This design comes from an exercise in tuning for a short achievable clock period and few clock cycles on the open sky130 flow, not from production work. In this exercise RTL edits were held to simulation tests only and were not proved equivalent to the original. No activity file was given, so power comes from the tool's default toggle rates.

==> flow/config.mk <==
export PLATFORM = sky130hd
export DESIGN_NAME = mips_multicycle_core
export DESIGN_NICKNAME = mips_multicycle_core
export VERILOG_FILES = /design/flow/design.v
export SDC_FILE = /design/flow/constraint.sdc
export NUM_CORES = 4
export LEC_CHECK = 0
export ABC_CLOCK_PERIOD_IN_PS = 4000
export CAP_MARGIN = 20
export CORE_MARGIN = 2
export CORE_UTILIZATION = 30
export MIN_ROUTING_LAYER = met2
export PLACE_DENSITY = 0.5
export SETUP_SLACK_MARGIN = 5
export SLEW_MARGIN = 20
export TNS_END_PERCENT = 20
==> flow/constraint.sdc <==
create_clock -name core_clock -period 10.0 [get_ports {clk}]
set_input_delay 2.0000 -clock core_clock [delete_from_list [all_inputs] [get_ports {clk}]]
set_output_delay 2.0000 -clock core_clock [all_outputs]
set_load 0.01 [all_outputs]
==> flow/design.v <==
module mips_multicycle_core #(
  parameter int unsigned ADDR_W   = 10,
  parameter logic [31:0] RESET_PC = 32'h0000_0000,
  parameter int unsigned CNT_W    = 32
) (
  input  logic              clk,
  input  logic              rst,
  output logic              mem_req,
  output logic              mem_we,
  output logic [ADDR_W-1:0] mem_addr,
  output logic [31:0]       mem_wdata,
  input  logic [31:0]       mem_rdata,
  input  logic              mem_ready,
  input  logic [4:0]        dbg_reg_addr,
  output logic [31:0]       dbg_reg_data,
  output logic [31:0]       pc_out,
  output logic              halted,
  output logic [CNT_W-1:0]  instr_count
);
  localparam bit EXT_OPS = 1'b0;
  localparam logic [5:0] OP_RTYPE = 6'h00, OP_J   = 6'h02, OP_BEQ = 6'h04, OP_BNE = 6'h05;
  localparam logic [5:0] OP_ADDI  = 6'h08, OP_ORI = 6'h0D, OP_LW  = 6'h23, OP_SW  = 6'h2B;
  localparam logic [5:0] FN_ADD = 6'h20, FN_SUB = 6'h22, FN_AND = 6'h24;
  localparam logic [5:0] FN_OR  = 6'h25, FN_NOR = 6'h27, FN_SLT = 6'h2A;
  localparam int W    = 3;                     
  localparam int CI_W = 4;                     
  localparam int CT_W = ADDR_W - CI_W;         
  function automatic logic funct_legal(input logic [5:0] f);
    case (f)
      FN_ADD, FN_SUB, FN_AND, FN_OR, FN_SLT: funct_legal = 1'b1;
      FN_NOR:  funct_legal = EXT_OPS;
      default: funct_legal = 1'b0;
    endcase
  endfunction
  typedef struct packed {
    logic legal;
    logic r, imm, ori, lw, sw, mem, br, bne, j;
    logic wr;           
    logic [4:0] dst;    
    logic use_rs, use_rt;
    logic pt;           
  } dec_t;
  function automatic dec_t decode(input logic [31:0] w);
    dec_t d;
    logic [5:0] op;
    op      = w[31:26];
    d.r     = (op == OP_RTYPE) && funct_legal(w[5:0]);
    d.ori   = EXT_OPS && (op == OP_ORI);
    d.imm   = (op == OP_ADDI) || d.ori;
    d.lw    = (op == OP_LW);
    d.sw    = (op == OP_SW);
    d.mem   = d.lw || d.sw;
    d.bne   = EXT_OPS && (op == OP_BNE);
    d.br    = (op == OP_BEQ) || d.bne;
    d.j     = (op == OP_J);
    d.legal = d.r | d.imm | d.lw | d.sw | d.br | d.j;
    d.wr    = d.r | d.imm | d.lw;
    d.dst   = d.r ? w[15:11] : w[20:16];
    d.use_rs = d.r | d.imm | d.lw | d.sw | d.br;
    d.use_rt = d.r | d.sw | d.br;
    d.pt    = d.j || ((op == OP_BEQ) && w[25:21] == w[20:16]);
    decode  = d;
  endfunction
  function automatic logic [31:0] target(input logic [31:0] w, input logic [31:0] pc);
    logic [31:0] p4;
    p4 = pc + 32'd4;
    if (w[31:26] == OP_J) target = {p4[31:28], w[25:0], 2'b00};
    else                  target = p4 + {{14{w[15]}}, w[15:0], 2'b00};
  endfunction
  function automatic logic reads(input logic [31:0] w, input logic [4:0] r);
    dec_t d;
    d     = decode(w);
    reads = (d.use_rs && w[25:21] == r) || (d.use_rt && w[20:16] == r);
  endfunction
  function automatic logic [31:0] alu(input logic [31:0] w, input dec_t d,
                                      input logic [31:0] a, input logic [31:0] b);
    logic [31:0] s, z;
    s = {{16{w[15]}}, w[15:0]};
    z = {16'h0000, w[15:0]};
    if (d.r) begin
      case (w[5:0])
        FN_SUB:  alu = a - b;
        FN_AND:  alu = a & b;
        FN_OR:   alu = a | b;
        FN_NOR:  alu = ~(a | b);
        FN_SLT:  alu = {31'b0, $signed(a) < $signed(b)};
        default: alu = a + b;
      endcase
    end else if (d.ori) begin
      alu = a | z;
    end else begin
      alu = a + s;
    end
  endfunction
  localparam int NW = (W < 2) ? 1 : (W < 4) ? 2 : (W < 8) ? 3 : 4;   
  logic [31:0]            pc0, pc0_p4;
  logic [W-1:0][31:0]     ir, opa, opb;      
  logic [NW-1:0]          e_n;
  logic [31:0]            q_pc0, q_pc0_p4;
  logic [W-1:0][31:0]     q_ir;
  logic [NW-1:0]          q_n;
  logic [W-1:0][ADDR_W-1:0] nfa_w;           
  logic [NW:0]            fsel;              
  logic [31:0]            redir_pc, redir_pc_p4;
  logic              halt_q;
  logic [31:0]       rf [32];
  logic [CNT_W-1:0]  cnt;
  logic              mreq, mwe;              
  logic [ADDR_W-1:0] maddr;
  logic [31:0]       mwdata;
  logic [31:0]        c_data [2**CI_W];
  logic [CT_W-1:0]    c_tag  [2**CI_W];
  logic [2**CI_W-1:0] c_val;
  localparam logic [NW:0] FS_SAME  = '0;
  localparam logic [NW:0] FS_REDIR = (NW+1)'(2 * W + 1);
  logic [W-1:0]           e_wr, e_sw_k, e_mem_k, e_legal, in_g, smc, ex, mis, we, fw;
  logic [W-1:0][4:0]      e_dst;
  logic [W-1:0][31:0]     wd, tgt;
  logic [W:0]             sw_before, kill_before;
  logic [W:0][31:0]       tgt_chain, tgt4_chain;    
  logic [W:0][CNT_W-1:0]  cnt_chain;
  logic                   halt_now, e_mem, e_sw, e_redir;
  logic [31:0]            e_tgt, e_tgt_p4;
  logic [CNT_W-1:0]       e_cnt;
  assign sw_before[0]   = 1'b0;
  assign kill_before[0] = 1'b0;
  assign tgt_chain[0]   = '0;
  assign tgt4_chain[0]  = '0;
  assign cnt_chain[0]   = '0;
  for (genvar k = 0; k < W; k++) begin : g_e
    dec_t        d;
    logic [31:0] res;
    logic        taken;
    assign d        = decode(ir[k]);
    assign res      = alu(ir[k], d, opa[k], opb[k]);
    assign taken    = d.bne ? (opa[k] != opb[k]) : (opa[k] == opb[k]);
    assign e_wr[k]  = d.wr;
    assign e_sw_k[k]  = d.sw;
    assign e_mem_k[k] = d.mem;
    assign e_legal[k] = d.legal;
    assign e_dst[k] = d.dst;
    assign wd[k]    = d.lw ? mem_rdata : res;
    assign tgt[k]   = target(ir[k], pc0 + 32'(4 * k));
    assign in_g[k]  = (NW'(k) < e_n) && !halt_q && e_legal[0];
    assign smc[k]   = sw_before[k] && maddr == pc0[ADDR_W+1:2] + ADDR_W'(k);
    assign sw_before[k+1] = sw_before[k] || (in_g[k] && d.sw);
    assign ex[k]    = in_g[k] && !kill_before[k] && !smc[k];
    assign mis[k]   = ex[k] && d.br && !d.pt && taken;
    assign kill_before[k+1] = kill_before[k] || (in_g[k] && smc[k]) || mis[k];
    assign tgt_chain[k+1] = (!kill_before[k] && in_g[k] && smc[k]) ? pc0 + 32'(4 * k) :
                            mis[k] ? tgt[k] : tgt_chain[k];
    assign tgt4_chain[k+1] = (!kill_before[k] && in_g[k] && smc[k]) ? pc0 + 32'(4 * k + 4) :
                             mis[k] ? tgt[k] + 32'd4 : tgt4_chain[k];
    assign we[k]    = ex[k] && d.wr;
    assign fw[k]    = in_g[k] && d.wr && d.dst != 5'd0;
    assign cnt_chain[k+1] = cnt_chain[k] + CNT_W'(ex[k]);
  end
  assign e_mem    = |(in_g & e_mem_k);
  assign e_sw     = |(in_g & e_sw_k);
  assign e_redir  = kill_before[W];
  assign e_tgt    = tgt_chain[W];
  assign e_tgt_p4 = tgt4_chain[W];
  assign e_cnt    = cnt_chain[W];
  assign halt_now = (e_n != '0) && !e_legal[0];
  logic port_f, adv;
  assign mem_req   = mreq;
  assign mem_we    = mwe;
  assign mem_addr  = maddr;
  assign mem_wdata = mwdata;
  assign port_f    = !e_mem;                   
  assign adv       = mreq && mem_ready;
  function automatic logic [31:0] fwd(input logic [4:0] r);
    logic [31:0] v;
    v = rf[r];
    for (int k = 0; k < W; k++)
      if (fw[k] && e_dst[k] == r) v = wd[k];
    fwd = v;
  endfunction
  function automatic logic q_base_hit(input logic [4:0] r);
    logic h;
    h = 1'b0;
    for (int j = 0; j < W; j++)
      if (fw[j] && e_dst[j] == r) h = 1'b1;
    q_base_hit = h;
  endfunction
  logic [W-1:0][31:0] qa, qb, qea, qsd_k, qea_k;
  logic [W-1:0]       q_mem_k, q_sw_k, q_haz_k, q_smc_k, q_legal;
  logic [31:0]        qsd, q_ea;
  logic               q_mem, q_sw, q_haz, q_smc, q_redo;
  for (genvar k = 0; k < W; k++) begin : g_r
    dec_t d;
    logic in_q;
    assign d          = decode(q_ir[k]);
    assign in_q       = NW'(k) < q_n;
    assign q_legal[k] = d.legal;
    assign qa[k]      = fwd(q_ir[k][25:21]);
    assign qb[k]      = fwd(q_ir[k][20:16]);
    assign qea[k]     = rf[q_ir[k][25:21]] + {{16{q_ir[k][15]}}, q_ir[k][15:0]};
    assign q_mem_k[k] = in_q && d.mem;
    assign q_sw_k[k]  = in_q && d.sw;
    assign qsd_k[k]   = q_mem_k[k] ? qb[k] : '0;
    assign qea_k[k]   = q_mem_k[k] ? qea[k] : '0;
    assign q_haz_k[k] = q_mem_k[k] && q_base_hit(q_ir[k][25:21]);
    assign q_smc_k[k] = in_q && e_sw && maddr == q_pc0[ADDR_W+1:2] + ADDR_W'(k);
  end
  always_comb begin
    qsd  = '0;
    q_ea = '0;
    for (int k = 0; k < W; k++) begin
      qsd  = qsd | qsd_k[k];
      q_ea = q_ea | qea_k[k];
    end
  end
  assign q_mem  = |q_mem_k;
  assign q_sw   = |q_sw_k;
  assign q_haz  = |q_haz_k;
  assign q_smc  = |q_smc_k;
  assign q_redo = (q_n != '0) && (q_haz || q_smc);
  logic n_go;
  assign n_go = (q_n != '0) && !e_redir && !q_redo;
  logic [W-1:0][31:0] f_tgt;
  for (genvar k = 0; k < W; k++) begin : g_ft
    assign f_tgt[k] = target(q_ir[k], q_pc0 + 32'(4 * k));
  end
  logic [31:0] f_pc, f_pc_p4;
  always_comb begin
    f_pc    = redir_pc;
    f_pc_p4 = redir_pc_p4;
    if (fsel == FS_SAME) begin
      f_pc    = q_pc0;
      f_pc_p4 = q_pc0_p4;
    end
    for (int k = 1; k <= W; k++)
      if (fsel == (NW+1)'(k)) begin
        f_pc    = q_pc0 + 32'(4 * k);
        f_pc_p4 = q_pc0 + 32'(4 * k + 4);
      end
    for (int k = 0; k < W; k++)
      if (fsel == (NW+1)'(W + 1 + k)) begin
        f_pc    = f_tgt[k];
        f_pc_p4 = f_tgt[k] + 32'd4;
      end
  end
  logic [W-1:0][31:0]       fw_ir;
  logic [W-1:0]             f_pt, f_wr, f_mem, f_br, f_sw, f_legal, fok;
  logic [W-1:0][4:0]        f_dst;
  logic [W:0]               go, anymem, anybr;
  logic [NW-1:0]            f_n;
  logic              upd_v, upd_hit, fill;
  logic [ADDR_W-1:0] upd_w;
  logic [31:0]       upd_d;
  assign go[0]     = 1'b1;
  assign anymem[0] = 1'b0;
  assign anybr[0]  = 1'b0;
  for (genvar k = 0; k < W; k++) begin : g_f
    dec_t d;
    logic hit, kill, raw;
    logic [W-1:0] raw_j;
    assign fw_ir[k] = (k == 0 && port_f) ? mem_rdata : c_data[nfa_w[k][CI_W-1:0]];
    assign d        = decode(fw_ir[k]);
    assign f_pt[k]  = d.pt;
    assign f_legal[k] = d.legal;
    assign f_wr[k]  = d.wr && d.dst != 5'd0;
    assign f_dst[k] = d.dst;
    assign f_mem[k] = d.mem;
    assign f_br[k]  = d.br;
    assign f_sw[k]  = d.sw;
    assign hit      = c_val[nfa_w[k][CI_W-1:0]] && c_tag[nfa_w[k][CI_W-1:0]] == nfa_w[k][ADDR_W-1:CI_W];
    assign kill     = (e_sw && maddr == nfa_w[k]) || (upd_v && upd_w == nfa_w[k]);
    for (genvar j = 0; j < W; j++) begin : g_raw
      if (j < k) begin : g_lt
        assign raw_j[j] = f_wr[j] && reads(fw_ir[k], f_dst[j]);
      end else begin : g_ge
        assign raw_j[j] = 1'b0;
      end
    end
    assign raw = |raw_j;
    if (k == 0) begin : g_first
      assign fok[k] = (port_f || hit) && !kill;
    end else begin : g_next
      assign fok[k] = hit && !kill && d.legal && f_legal[0] && !f_pt[k-1] && !raw &&
                      !(anymem[k] && d.mem) && !(anybr[k] && d.sw);
    end
    assign go[k+1]     = go[k] && fok[k];
    assign anymem[k+1] = anymem[k] || d.mem;
    assign anybr[k+1]  = anybr[k] || d.br;
  end
  always_comb begin
    f_n = '0;
    for (int k = 0; k < W; k++)
      if (go[k+1]) f_n = NW'(k + 1);
  end
  logic              redir;
  logic [31:0]       n_redir_pc;
  logic [W-1:0][ADDR_W-1:0] n_nfa_w;
  logic [NW:0]       n_fsel;
  logic [31:0]       n_redir_pc_p4;
  assign redir         = e_redir || q_redo;
  assign n_redir_pc    = e_redir ? e_tgt : q_pc0;
  assign n_redir_pc_p4 = e_redir ? e_tgt_p4 : q_pc0_p4;
  function automatic logic [ADDR_W-1:0] seq_w(input int j, input int k);
    if (j + 1 + k < W) seq_w = nfa_w[j + 1 + k];
    else               seq_w = nfa_w[0] + ADDR_W'(j + 1 + k);
  endfunction
  function automatic logic [ADDR_W-1:0] tgt_w(input int j, input int k);
    if (fw_ir[j][31:26] == OP_J) tgt_w = fw_ir[j][ADDR_W-1:0] + ADDR_W'(k);
    else                         tgt_w = nfa_w[j] + fw_ir[j][ADDR_W-1:0] + ADDR_W'(1 + k);
  endfunction
  always_comb begin
    n_fsel = FS_SAME;
    for (int k = 0; k < W; k++) n_nfa_w[k] = nfa_w[k];
    if (redir) begin
      n_fsel = FS_REDIR;
      for (int k = 0; k < W; k++) n_nfa_w[k] = n_redir_pc[ADDR_W+1:2] + ADDR_W'(k);
    end else begin
      for (int j = 0; j < W; j++) begin
        if (f_n == NW'(j + 1)) begin
          if (f_pt[j]) begin
            n_fsel = (NW+1)'(W + 1 + j);
            for (int k = 0; k < W; k++) n_nfa_w[k] = tgt_w(j, k);
          end else begin
            n_fsel = (NW+1)'(j + 1);
            for (int k = 0; k < W; k++) n_nfa_w[k] = seq_w(j, k);
          end
        end
      end
    end
  end
  assign fill    = adv && port_f;
  assign upd_hit = upd_v && c_val[upd_w[CI_W-1:0]] && c_tag[upd_w[CI_W-1:0]] == upd_w[ADDR_W-1:CI_W];
  always_ff @(posedge clk) begin
    if (rst) upd_v <= 1'b0;
    else     upd_v <= adv && e_sw;
    upd_w <= maddr;
    upd_d <= mwdata;
  end
  always_ff @(posedge clk) begin
    if (rst) begin
      c_val <= '0;
    end else if (fill) begin
      c_val[nfa_w[0][CI_W-1:0]] <= 1'b1;
    end
  end
  always_ff @(posedge clk) begin
    if (fill) begin
      c_data[nfa_w[0][CI_W-1:0]] <= mem_rdata;
      c_tag[nfa_w[0][CI_W-1:0]]  <= nfa_w[0][ADDR_W-1:CI_W];
    end
    if (upd_hit && !(fill && nfa_w[0][CI_W-1:0] == upd_w[CI_W-1:0])) begin
      c_data[upd_w[CI_W-1:0]] <= upd_d;
    end
  end
  always_ff @(posedge clk) begin
    if (rst) begin
      pc0      <= RESET_PC;
      pc0_p4   <= RESET_PC + 32'd4;
      e_n      <= '0;
      q_pc0    <= RESET_PC;
      q_pc0_p4 <= RESET_PC + 32'd4;
      q_n      <= '0;
      ir       <= '0;
      opa      <= '0;
      opb      <= '0;
      q_ir     <= '0;
      for (int k = 0; k < W; k++) nfa_w[k] <= RESET_PC[ADDR_W+1:2] + ADDR_W'(k);
      fsel     <= FS_REDIR;
      redir_pc <= RESET_PC;
      redir_pc_p4 <= RESET_PC + 32'd4;
      halt_q   <= 1'b0;
      cnt      <= '0;
      mreq     <= 1'b1;
      mwe      <= 1'b0;
      maddr    <= RESET_PC[ADDR_W+1:2];
      mwdata   <= '0;
      for (int i = 0; i < 32; i++) rf[i] <= '0;
    end else begin
      if (halt_now) halt_q <= 1'b1;
      if (adv) begin
        for (int i = 1; i < 32; i++)
          for (int k = 0; k < W; k++)
            if (we[k] && e_dst[k] == 5'(i)) rf[i] <= wd[k];
        cnt      <= cnt + e_cnt;
        pc0      <= q_pc0;
        pc0_p4   <= q_pc0_p4;
        e_n      <= n_go ? q_n : '0;
        ir       <= q_ir;
        opa      <= qa;
        opb      <= qb;
        q_pc0    <= f_pc;
        q_pc0_p4 <= f_pc_p4;
        q_n      <= redir ? '0 : f_n;
        q_ir     <= fw_ir;
        nfa_w    <= n_nfa_w;
        fsel     <= n_fsel;
        redir_pc <= n_redir_pc;
        redir_pc_p4 <= n_redir_pc_p4;
        mreq     <= !(n_go && !q_legal[0]);
        mwe      <= n_go && q_mem && q_sw;
        maddr    <= (n_go && q_mem) ? q_ea[ADDR_W+1:2] : n_nfa_w[0];
        mwdata   <= qsd;
      end
    end
  end
  assign dbg_reg_data = (dbg_reg_addr == 5'd0) ? 32'd0 : rf[dbg_reg_addr];
  assign pc_out       = pc0_p4;
  assign halted       = halt_q || halt_now;
  assign instr_count  = cnt;
endmodule
==> flow/run.sh <==
#!/bin/bash
# synth_recipe.tcl (not shown) runs the flow's synth.tcl, then flattens the netlist and writes it again
# the make line also repeats each setting of config.mk as NAME=value (left out here)
make -C /OpenROAD-flow-scripts/flow DESIGN_CONFIG=/design/flow/config.mk WORK_HOME=/design/flow/orfs CLKGATE_MAP_FILE= SYNTH_SCRIPT=/design/flow/synth_recipe.tcl finish
==> run notes, run 1 <==
cell area after synthesis=225,000 sq um; Die W=871 microns; number of flops mapped to enable cells by yosys=608; first reported error=[ERROR GRT-0116] Global routing finished with congestion. Check the congestion regions in the DRC Viewer.; post-synthesis cell type count=118; maximum buffer depth of the clock tree=4; synthesized instance count=29,400; GRT Residual Overflow=79,000; syn avg cell area=7.67 sq um; starting density of the core=30.1%; CTS Sinks=2,361; number of hold-repair buffers added at the cts stage=0; post-synthesis net count=30,100; dpl hpwl=1,930,000 microns; global routing usage summed across all routing layers=117%; result of the run=aborted with a tool error; flip-flop cell with the highest count after synthesis=sky130_fd_sc_hd__dfxtp_1; stage where the flow stopped=global routing; die extent in y=871 microns; vias in the first global route=465,000; level count of the clock H-tree=5; synthesis warning total=2; IO Port Bufs=180; proportion of synthesized chip area in sequential cells=23.7%; pin count of the biggest net entering global routing=129; total of flip-flops plus latches after synthesis=2,361; FP Rows=318; clock root buffer=sky130_fd_sc_hd__clkbuf_16; count of boundary I/O pins=181; share of synthesized registers carrying an async set or reset=0%; clock buffers created by TritonCTS=337; routability congestion estimate=1.64; wire length of the first global-routing pass=4,020,000 microns
[per-layer routing]
| metal | GRT overflow | track usage (%) |
|---|---|---|
| met1 | - | - |
| met3 | 53400 | 143 |
| met4 | 6562 | 99.3 |
| met5 | 3243 | 114 |
| met2 | 15800 | 106 |
[per-stage QoR]
stage	setup slack, ps	area, sq um	hold slack, ps	total power (W)	cells
after CTS	3720	284000	455	0.0341	39800
after floorplan	4390	227000	389	0.0151	29400
after detailed placement	1150	251000	447	0.0198	38200
after global placement	1140	251000	441	0.0198	38100
[power by group through the flow]
stage	clock [W]	combinational [W]	sequential, W
after floorplan	0	0.00478	0.0104
after global placement	0	0.00908	0.0107
after CTS	0.0135	0.0102	0.0104
after detailed placement	0	0.00911	0.0107
[Yosys cell counts, drive strengths merged (645+ instances only)]
master	number	share of area [%]
nor2	2793	4.7
xnor2	784	3.0
clkbuf	3193	5.4
nor3	645	1.4
ha	668	3.7
a22o	970	3.8
a21oi	2229	5.0
a22oi	1359	4.5
a211oi	1005	3.4
nand2	2957	4.9
o211ai	1006	3.4
nand3	799	1.8
o21ai	1164	2.6
a221oi	1068	4.2
dfxtp	1753	16
[kinds of logic after synthesis]
family	share of synthesized area (%)
XOR/XNOR	4.77
AO/OA/AOI/OAI	32.7
flip-flops	23.7
AND/OR/NAND/NOR	17.7
multiplexers	9.78
adder cells (fa/ha/maj)	3.89
buffers and inverters	7.51
[worst min-delay path by stage]
stage | from | to | slack, ps | cells past startpoint
3_5_place_dp | rf[22][20]$_SDFFE_PP0P_ | rf[22][20]$_SDFFE_PP0P_ | 450 | 2
3_3_place_gp | rf[21][10]$_SDFFE_PP0P_ | rf[21][10]$_SDFFE_PP0P_ | 440 | 2
4_1_cts | rf[22][20]$_SDFFE_PP0P_ | rf[22][20]$_SDFFE_PP0P_ | 460 | 2
2_1_floorplan | mwdata[14]$_SDFFE_PP0P_ | upd_d[14]$_DFF_P_ | 390 | 0
[what timing repair did]
| action | in CTS |
|---|---|
| pin swaps | 539 |
| gates cloned | 62 |
| gates resized for setup | 2493 |
| endpoints found under the setup margin | 2463 |
| buffers inserted | 958 |
Testbench counts, summed over its fixed seeds: cycles 48,209.
==> run 2: changes to the inputs <==
--- a/flow/design.v
+++ b/flow/design.v
@@ -96,12 +96,13 @@
   logic [31:0]            pc0, pc0_p4;
   logic [W-1:0][31:0]     ir, opa, opb;      
   logic [NW-1:0]          e_n;
-  logic [31:0]            q_pc0, q_pc0_p4;
+  logic                   e_ill;             
+  logic [31:0]            q_pc0;
   logic [W-1:0][31:0]     q_ir;
   logic [NW-1:0]          q_n;
   logic [W-1:0][ADDR_W-1:0] nfa_w;           
   logic [NW:0]            fsel;              
-  logic [31:0]            redir_pc, redir_pc_p4;
+  logic [31:0]            redir_pc;
   logic              halt_q;
   logic [31:0]       rf [32];
   logic [CNT_W-1:0]  cnt;
@@ -117,15 +118,14 @@
   logic [W-1:0][4:0]      e_dst;
   logic [W-1:0][31:0]     wd, tgt;
   logic [W:0]             sw_before, kill_before;
-  logic [W:0][31:0]       tgt_chain, tgt4_chain;    
+  logic [W:0][31:0]       tgt_chain;         
   logic [W:0][CNT_W-1:0]  cnt_chain;
   logic                   halt_now, e_mem, e_sw, e_redir;
-  logic [31:0]            e_tgt, e_tgt_p4;
+  logic [31:0]            e_tgt;
   logic [CNT_W-1:0]       e_cnt;
   assign sw_before[0]   = 1'b0;
   assign kill_before[0] = 1'b0;
   assign tgt_chain[0]   = '0;
-  assign tgt4_chain[0]  = '0;
   assign cnt_chain[0]   = '0;
   for (genvar k = 0; k < W; k++) begin : g_e
     dec_t        d;
@@ -149,8 +149,6 @@
     assign kill_before[k+1] = kill_before[k] || (in_g[k] && smc[k]) || mis[k];
     assign tgt_chain[k+1] = (!kill_before[k] && in_g[k] && smc[k]) ? pc0 + 32'(4 * k) :
                             mis[k] ? tgt[k] : tgt_chain[k];
-    assign tgt4_chain[k+1] = (!kill_before[k] && in_g[k] && smc[k]) ? pc0 + 32'(4 * k + 4) :
-                             mis[k] ? tgt[k] + 32'd4 : tgt4_chain[k];
     assign we[k]    = ex[k] && d.wr;
     assign fw[k]    = in_g[k] && d.wr && d.dst != 5'd0;
     assign cnt_chain[k+1] = cnt_chain[k] + CNT_W'(ex[k]);
@@ -159,9 +157,8 @@
   assign e_sw     = |(in_g & e_sw_k);
   assign e_redir  = kill_before[W];
   assign e_tgt    = tgt_chain[W];
-  assign e_tgt_p4 = tgt4_chain[W];
   assign e_cnt    = cnt_chain[W];
-  assign halt_now = (e_n != '0) && !e_legal[0];
+  assign halt_now = e_ill;
   logic port_f, adv;
   assign mem_req   = mreq;
   assign mem_we    = mwe;
@@ -222,24 +219,14 @@
   for (genvar k = 0; k < W; k++) begin : g_ft
     assign f_tgt[k] = target(q_ir[k], q_pc0 + 32'(4 * k));
   end
-  logic [31:0] f_pc, f_pc_p4;
+  logic [31:0] f_pc;
   always_comb begin
-    f_pc    = redir_pc;
-    f_pc_p4 = redir_pc_p4;
-    if (fsel == FS_SAME) begin
-      f_pc    = q_pc0;
-      f_pc_p4 = q_pc0_p4;
-    end
+    f_pc = redir_pc;
+    if (fsel == FS_SAME) f_pc = q_pc0;
     for (int k = 1; k <= W; k++)
-      if (fsel == (NW+1)'(k)) begin
-        f_pc    = q_pc0 + 32'(4 * k);
-        f_pc_p4 = q_pc0 + 32'(4 * k + 4);
-      end
+      if (fsel == (NW+1)'(k)) f_pc = q_pc0 + 32'(4 * k);
     for (int k = 0; k < W; k++)
-      if (fsel == (NW+1)'(W + 1 + k)) begin
-        f_pc    = f_tgt[k];
-        f_pc_p4 = f_tgt[k] + 32'd4;
-      end
+      if (fsel == (NW+1)'(W + 1 + k)) f_pc = f_tgt[k];
   end
   logic [W-1:0][31:0]       fw_ir;
   logic [W-1:0]             f_pt, f_wr, f_mem, f_br, f_sw, f_legal, fok;
@@ -294,10 +281,8 @@
   logic [31:0]       n_redir_pc;
   logic [W-1:0][ADDR_W-1:0] n_nfa_w;
   logic [NW:0]       n_fsel;
-  logic [31:0]       n_redir_pc_p4;
   assign redir         = e_redir || q_redo;
   assign n_redir_pc    = e_redir ? e_tgt : q_pc0;
-  assign n_redir_pc_p4 = e_redir ? e_tgt_p4 : q_pc0_p4;
   function automatic logic [ADDR_W-1:0] seq_w(input int j, input int k);
     if (j + 1 + k < W) seq_w = nfa_w[j + 1 + k];
     else               seq_w = nfa_w[0] + ADDR_W'(j + 1 + k);
@@ -327,10 +312,14 @@
     end
   end
   assign fill    = adv && port_f;
-  assign upd_hit = upd_v && c_val[upd_w[CI_W-1:0]] && c_tag[upd_w[CI_W-1:0]] == upd_w[ADDR_W-1:CI_W];
   always_ff @(posedge clk) begin
-    if (rst) upd_v <= 1'b0;
-    else     upd_v <= adv && e_sw;
+    if (rst) begin
+      upd_v   <= 1'b0;
+      upd_hit <= 1'b0;
+    end else begin
+      upd_v   <= adv && e_sw;
+      upd_hit <= adv && e_sw && c_val[maddr[CI_W-1:0]] && c_tag[maddr[CI_W-1:0]] == maddr[ADDR_W-1:CI_W];
+    end
     upd_w <= maddr;
     upd_d <= mwdata;
   end
@@ -355,8 +344,8 @@
       pc0      <= RESET_PC;
       pc0_p4   <= RESET_PC + 32'd4;
       e_n      <= '0;
+      e_ill    <= 1'b0;
       q_pc0    <= RESET_PC;
-      q_pc0_p4 <= RESET_PC + 32'd4;
       q_n      <= '0;
       ir       <= '0;
       opa      <= '0;
@@ -365,7 +354,6 @@
       for (int k = 0; k < W; k++) nfa_w[k] <= RESET_PC[ADDR_W+1:2] + ADDR_W'(k);
       fsel     <= FS_REDIR;
       redir_pc <= RESET_PC;
-      redir_pc_p4 <= RESET_PC + 32'd4;
       halt_q   <= 1'b0;
       cnt      <= '0;
       mreq     <= 1'b1;
@@ -381,19 +369,18 @@
             if (we[k] && e_dst[k] == 5'(i)) rf[i] <= wd[k];
         cnt      <= cnt + e_cnt;
         pc0      <= q_pc0;
-        pc0_p4   <= q_pc0_p4;
+        pc0_p4   <= q_pc0 + 32'd4;
         e_n      <= n_go ? q_n : '0;
+        e_ill    <= n_go && !q_legal[0];
         ir       <= q_ir;
         opa      <= qa;
         opb      <= qb;
         q_pc0    <= f_pc;
-        q_pc0_p4 <= f_pc_p4;
         q_n      <= redir ? '0 : f_n;
         q_ir     <= fw_ir;
         nfa_w    <= n_nfa_w;
         fsel     <= n_fsel;
         redir_pc <= n_redir_pc;
-        redir_pc_p4 <= n_redir_pc_p4;
         mreq     <= !(n_go && !q_legal[0]);
         mwe      <= n_go && q_mem && q_sw;
         maddr    <= (n_go && q_mem) ? q_ea[ADDR_W+1:2] : n_nfa_w[0];
--- a/flow/config.mk
+++ b/flow/config.mk
@@ -8,9 +8,7 @@
 export ABC_CLOCK_PERIOD_IN_PS = 4000
 export CAP_MARGIN = 20
 export CORE_MARGIN = 2
-export CORE_UTILIZATION = 30
-export MIN_ROUTING_LAYER = met2
-export PLACE_DENSITY = 0.5
+export CORE_UTILIZATION = 35
 export SETUP_SLACK_MARGIN = 5
 export SLEW_MARGIN = 20
 export TNS_END_PERCENT = 20
==> run 2 against run 1 <==
The run again fails in global routing; synthesized cell count shrank 5.7%; synthesized area shrank 4.8%.
==> run notes, run 2 <==
result of the run=aborted with a tool error; stage where the flow stopped=global routing; first reported error=[ERROR GRT-0116] Global routing finished with congestion. Check the congestion regions in the DRC Viewer.; Die W=787 microns (-9.6%); GRT Residual Overflow=499; fraction of synthesized cell area taken by the top area cell type=15.8% (+0.22 points); share of synthesized registers carrying an async set or reset=0% (unchanged); synthesis warning total=2 (unchanged); CTS Sinks=2,301 (-2.5%); proportion of synthesized chip area in sequential cells=24.3% (+0.62 points); level count of the clock H-tree=5 (unchanged); maximum buffer depth of the clock tree=4 (unchanged); pin count of the biggest net entering global routing=163; cell area after synthesis=215,000 sq um (-4.8%); flip-flop cell with the highest count after synthesis=sky130_fd_sc_hd__dfxtp_1; count of boundary I/O pins=181 (unchanged); synthesized instance count=27,700 (-5.7%); FP Rows=287 (-9.7%); clock buffers created by TritonCTS=313 (-7.1%); count leader, synth=sky130_fd_sc_hd__clkbuf_1; leading cell types by total area after synthesis=sky130_fd_sc_hd__dfxtp_1 (16%), sky130_fd_sc_hd__edfxtp_1 (8.5%), sky130_fd_sc_hd__mux4_2 (5.8%); cell taking the most area after synthesis=sky130_fd_sc_hd__dfxtp_1; die extent in y=787 microns (-9.6%); total of flip-flops plus latches after synthesis=2,301 (-2.5%); global routing usage summed across all routing layers=80.0%; vias in the first global route=298,000; number of hold-repair buffers added at the cts stage=0 (unchanged); wire length of the first global-routing pass=3,380,000 microns; IO Port Bufs=180 (unchanged); post-synthesis net count=28,400 (-5.6%); syn avg cell area=7.75 sq um (+1.0%); most frequent cells after synthesis=sky130_fd_sc_hd__clkbuf_1 (3,049), sky130_fd_sc_hd__nor2_1 (2,620), sky130_fd_sc_hd__nand2_1 (2,575); clock root buffer=sky130_fd_sc_hd__clkbuf_16; post-synthesis cell type count=121 (+2.5%); dpl hpwl=1,550,000 microns (-20%); routability congestion estimate=1.25 (-24%); starting density of the core=35.1% (+5.1 points); number of flops mapped to enable cells by yosys=608 (unchanged)
-- run 2: per-stage QoR --
stage	cells	setup slack, ps	hold WS [ps]	power [W]	area, sq um
2_1_floorplan	27700	4570	390	0.0142	216000
3_3_place_gp	34000	1270	442	0.0179	231000
3_5_place_dp	34000	1330	448	0.0179	231000
4_1_cts	35500	3620	456	0.0306	262000
-- run 2: metal layers --
layer / GRT overflow / global-route usage [%]
met1: 40 / 85.9
met2: 192 / 87.0
met3: 55 / 73.1
met4: 206 / 66.1
met5: 6 / 53.6
-- run 2: timing repair --
| item | CTS |
|---|---|
| setup endpoints to repair | 1867 |
| buffers inserted | 806 |
| pin swaps | 455 |
| resized for setup | 2057 |
| cloned | 110 |
-- run 2: how the worst max path moves through the flow --
stage / slack (ps) / startpoint / depth (start not counted) / to
4_1_cts: 3620 / dbg_reg_addr[2] / 11 / dbg_reg_data[18]
3_5_place_dp: 1330 / dbg_reg_addr[1] / 10 / dbg_reg_data[7]
3_3_place_gp: 1270 / dbg_reg_addr[1] / 10 / dbg_reg_data[7]
2_1_floorplan: 4570 / dbg_reg_addr[2] / 9 / dbg_reg_data[18]
-- run 2: logic make-up after synthesis --
family / count (synthesis) / synth area share, %
buffers and inverters: 4280 / 7.90
flip-flops: 2301 / 24.3
AND/OR/NAND/NOR: 7986 / 16.7
XOR/XNOR: 992 / 4.11
adder cells (fa/ha/maj): 681 / 4.04
AO/OA/AOI/OAI: 10100 / 33.3
multiplexers: 1298 / 9.63
-- run 2: power groups by stage --
stage / Clock, W / Combinational (W) / Sequential [W]
detailed placement: 0 / 0.00756 / 0.0104
CTS: 0.0124 / 0.00809 / 0.0102
floorplan: 0 / 0.00414 / 0.0101
global placement: 0 / 0.00750 / 0.0104
Testbench counts of run 2, summed over its fixed seeds: cycles 48,209.
==> run 3: changes to the inputs <==
--- a/flow/config.mk
+++ b/flow/config.mk
@@ -8,7 +8,7 @@
 export ABC_CLOCK_PERIOD_IN_PS = 4000
 export CAP_MARGIN = 20
 export CORE_MARGIN = 2
-export CORE_UTILIZATION = 35
+export CORE_UTILIZATION = 28
 export SETUP_SLACK_MARGIN = 5
 export SLEW_MARGIN = 20
-export TNS_END_PERCENT = 20
+export TNS_END_PERCENT = 10
==> run 3 against run 2 <==
The run again fails in global routing; synthesized cell count did not move; synthesized area stayed put.
==> run notes, run 3 <==
result of the run=aborted with a tool error; stage where the flow stopped=global routing; first reported error=[ERROR GRT-0232] Routing congestion too high. Check the congestion heatmap in the GUI.; global routing usage summed across all routing layers=63.6%; die extent in y=880 microns (+12%); total of flip-flops plus latches after synthesis=2,301 (unchanged); routability congestion estimate=1.23 (-1.6%); number of flops mapped to enable cells by yosys=608 (unchanged); share of synthesized registers carrying an async set or reset=0% (unchanged); dpl hpwl=1,600,000 microns (+3.4%); maximum buffer depth of the clock tree=4 (unchanged); starting density of the core=28.1% (-7.0 points); count of boundary I/O pins=181 (unchanged); Die W=880 microns (+12%); level count of the clock H-tree=5 (unchanged); pin count of the biggest net entering global routing=166; CTS Sinks=2,301 (unchanged); most frequent cells after synthesis=sky130_fd_sc_hd__clkbuf_1 (3,049), sky130_fd_sc_hd__nor2_1 (2,620), sky130_fd_sc_hd__nand2_1 (2,575); fraction of synthesized cell area taken by the top area cell type=15.8% (unchanged); IO Port Bufs=180 (unchanged); clock buffers created by TritonCTS=321 (+2.6%); flip-flop cell with the highest count after synthesis=sky130_fd_sc_hd__dfxtp_1; syn avg cell area=7.75 sq um (unchanged); FP Rows=321 (+12%); proportion of synthesized chip area in sequential cells=24.3% (unchanged); count leader, synth=sky130_fd_sc_hd__clkbuf_1; post-synthesis net count=28,400 (unchanged); GRT Residual Overflow=1; leading cell types by total area after synthesis=sky130_fd_sc_hd__dfxtp_1 (16%), sky130_fd_sc_hd__edfxtp_1 (8.5%), sky130_fd_sc_hd__mux4_2 (5.8%); standard cell area after detailed placement=235,000 sq um (+1.6%); post-synthesis cell type count=121 (unchanged); clock root buffer=sky130_fd_sc_hd__clkbuf_16; cell taking the most area after synthesis=sky130_fd_sc_hd__dfxtp_1; cell area after synthesis=215,000 sq um (unchanged); synthesized instance count=27,700 (unchanged); placement-stage worst setup slack=943 ps (-388 ps); synthesis warning total=2 (unchanged)
==> run 3: cell counts after synthesis <==
No cell type changed its count.
==> run 3: worst max path at each step <==
stage,to,slack [ps],startpoint
2_1_floorplan,dbg_reg_data[18],4570,dbg_reg_addr[2]
3_3_place_gp,dbg_reg_data[18],930,dbg_reg_addr[2]
3_5_place_dp,dbg_reg_data[18],940,dbg_reg_addr[2]
4_1_cts,flip-flop,3580,flip-flop
==> run 3: power by group through the flow <==
stage | clock network (W) | registers [W] | logic [W]
global placement | 0 | 0.0104 | 0.00751
CTS | 0.0129 | 0.0102 | 0.00787
floorplan | 0 | 0.0101 | 0.00414
detailed placement | 0 | 0.0104 | 0.00755
==> run 3: cell families after synthesis <==
family	synth area share (%)
muxes	9.63
and+or+nand+nor	16.7
adders and majority gates	4.04
AOI/OAI and AO/OA	33.3
buffers and inverters	7.90
DFF	24.3
xor gates and xnor gates	4.11
==> run 3: repair_timing <==
item	CTS
resized for setup	1356
hold buffers	0
setup endpoints to repair	1780
cloned	81
buffers inserted	497
pin swaps	274
==> run 3: metrics by stage <==
stage	hold WS, ps	instances	util, %
2_1_floorplan	390	27700	-
4_1_cts	390	37400	33.9
3_5_place_dp	379	36200	30.8
3_3_place_gp	376	36200	30.7
==> run 3: routing by layer <==
| layer | GRT overflow | track usage [%] |
|---|---|---|
| met5 | 0 | 40.5 |
| met4 | 1 | 52.5 |
| met3 | 0 | 56.4 |
| met2 | 0 | 71.7 |
| met1 | 0 | 67.5 |
==> run 4: changes to the inputs <==
==> flow/flow/run.sh (new file) <==
#!/bin/bash
# The standard layout (the standard.sh, standard synthesis included), with global routing
# told to keep more of met1 and met2 free for the detailed router (flow/fastroute.tcl).
set -euo pipefail
here="$(pwd)"
bash standard.sh FASTROUTE_TCL="$here/flow/fastroute.tcl" finish > "$here/standard_flow.log" 2>&1
==> flow/flow/fastroute.tcl (new file) <==
# Global routing resources: leave more room on met1 and met2, where the cells' pins are, so
# the detailed router has space to reach them; the upper layers take the longer wires.
set_global_routing_layer_adjustment met1 0.5
set_global_routing_layer_adjustment met2 0.35
set_global_routing_layer_adjustment met3 0.2
set_global_routing_layer_adjustment met4 0.2
set_global_routing_layer_adjustment met5 0.2

set_routing_layers -clock met3-met5
set_routing_layers -signal met1-met5
==> flow/standard.sh (new file) <==
#!/bin/bash
# synth_recipe.tcl (not shown) runs the flow's synth.tcl, then flattens the netlist and writes it again
# the make line also repeats each setting of config.mk as NAME=value (left out here)
make -C /OpenROAD-flow-scripts/flow DESIGN_CONFIG=/design/flow/config.mk WORK_HOME=/design/flow/orfs CLKGATE_MAP_FILE= SYNTH_SCRIPT=/design/flow/synth_recipe.tcl "${@:-finish}"
--- a/flow/config.mk
+++ b/flow/config.mk
@@ -8,7 +8,7 @@
 export ABC_CLOCK_PERIOD_IN_PS = 4000
 export CAP_MARGIN = 20
 export CORE_MARGIN = 2
-export CORE_UTILIZATION = 28
+export CORE_UTILIZATION = 30
 export SETUP_SLACK_MARGIN = 5
 export SLEW_MARGIN = 20
-export TNS_END_PERCENT = 10
+export TNS_END_PERCENT = 20
removed: flow/run.sh
==> run 4 against run 3 <==
The run again fails in global routing; synthesized area unchanged; synthesized cell count unchanged.
==> run notes, run 4 <==
fraction of synthesized cell area taken by the top area cell type=15.8% (unchanged); first reported error=[ERROR GRT-0116] Global routing finished with congestion. Check the congestion regions in the DRC Viewer.; syn avg cell area=7.75 sq um (unchanged); IO Port Bufs=180 (unchanged); global routing usage summed across all routing layers=93.1%; total of flip-flops plus latches after synthesis=2,301 (unchanged); most frequent cells after synthesis=sky130_fd_sc_hd__clkbuf_1 (3,049), sky130_fd_sc_hd__nor2_1 (2,620), sky130_fd_sc_hd__nand2_1 (2,575); CTS Sinks=2,301 (unchanged); clock buffers created by TritonCTS=320 (-0.31%); Die W=850 microns (-3.4%); starting density of the core=30.1% (+2.0 points); level count of the clock H-tree=5 (unchanged); clock root buffer=sky130_fd_sc_hd__clkbuf_16; GRT Residual Overflow=15,000; cell taking the most area after synthesis=sky130_fd_sc_hd__dfxtp_1; count of boundary I/O pins=181 (unchanged); number of flops mapped to enable cells by yosys=608 (unchanged); synthesis warning total=2 (unchanged); leading cell types by total area after synthesis=sky130_fd_sc_hd__dfxtp_1 (16%), sky130_fd_sc_hd__edfxtp_1 (8.5%), sky130_fd_sc_hd__mux4_2 (5.8%); flip-flop cell with the highest count after synthesis=sky130_fd_sc_hd__dfxtp_1; post-synthesis net count=28,400 (unchanged); FP Rows=310 (-3.4%); maximum buffer depth of the clock tree=4 (unchanged); pin count of the biggest net entering global routing=139; number of hold-repair buffers added at the cts stage=0 (unchanged); share of synthesized registers carrying an async set or reset=0% (unchanged); count leader, synth=sky130_fd_sc_hd__clkbuf_1; synthesized instance count=27,700 (unchanged); proportion of synthesized chip area in sequential cells=24.3% (unchanged); vias in the first global route=349,000; post-synthesis cell type count=121 (unchanged); wire length of the first global-routing pass=3,820,000 microns; stage where the flow stopped=global routing; dpl hpwl=1,720,000 microns (+7.5%); cell area after synthesis=215,000 sq um (unchanged); placement-stage worst setup slack=1410 ps (+465 ps); result of the run=aborted with a tool error; die extent in y=850 microns (-3.4%); routability congestion estimate=1.30 (+6.1%)
-- run 4: cell counts after synthesis --
Identical to the previous run, type by type.
-- run 4: logic make-up after synthesis --
| kind of cell | Yosys count | synth area share (%) |
|---|---|---|
| adders and majority gates | 681 | 4.04 |
| AOI/OAI and AO/OA | 10100 | 33.3 |
| muxes | 1298 | 9.63 |
| buffers and inverters | 4280 | 7.90 |
| and+or+nand+nor | 7986 | 16.7 |
| DFF | 2301 | 24.3 |
| xor gates and xnor gates | 992 | 4.11 |
-- run 4: repair_timing --
| action | in CTS |
|---|---|
| resized for setup | 2324 |
| cloned | 110 |
| setup buffers | 970 |
| setup endpoints to repair | 2307 |
| pin swaps | 547 |
-- run 4: worst max-delay path by stage --
stage | slack, ps | end | depth (start not counted) | startpoint
after floorplan | 4570 | dbg_reg_data[18] | 9 | dbg_reg_addr[2]
after global placement | 1310 | flip-flop | 15 | ir[37]$_SDFFE_PP0P_
after detailed placement | 1410 | dbg_reg_data[14] | 11 | dbg_reg_addr[3]
after CTS | 3480 | dbg_reg_data[23] | 13 | dbg_reg_addr[2]
-- run 4: through the flow --
step                      area [sq um]  total power (W)  hold WS, ps  cells
after floorplan                 216000           0.0142          390  27700
after global placement          236000           0.0181          360  35800
after detailed placement        237000           0.0181          364  35800
after CTS                       270000           0.0314          373  37500
-- run 4: power groups by stage --
stage               Combinational (W)  Sequential, W  Clock (W)
CTS                           0.00836         0.0102     0.0129
detailed placement            0.00771         0.0104          0
global placement              0.00766         0.0104          0
floorplan                     0.00414         0.0101          0
-- run 4: metal layers --
layer | global-route usage [%] | overflow
met1 | 94.7 | 2235
met4 | 87.7 | 3750
met3 | 90.7 | 2986
met5 | 79.1 | 370
met2 | 98.6 | 5630
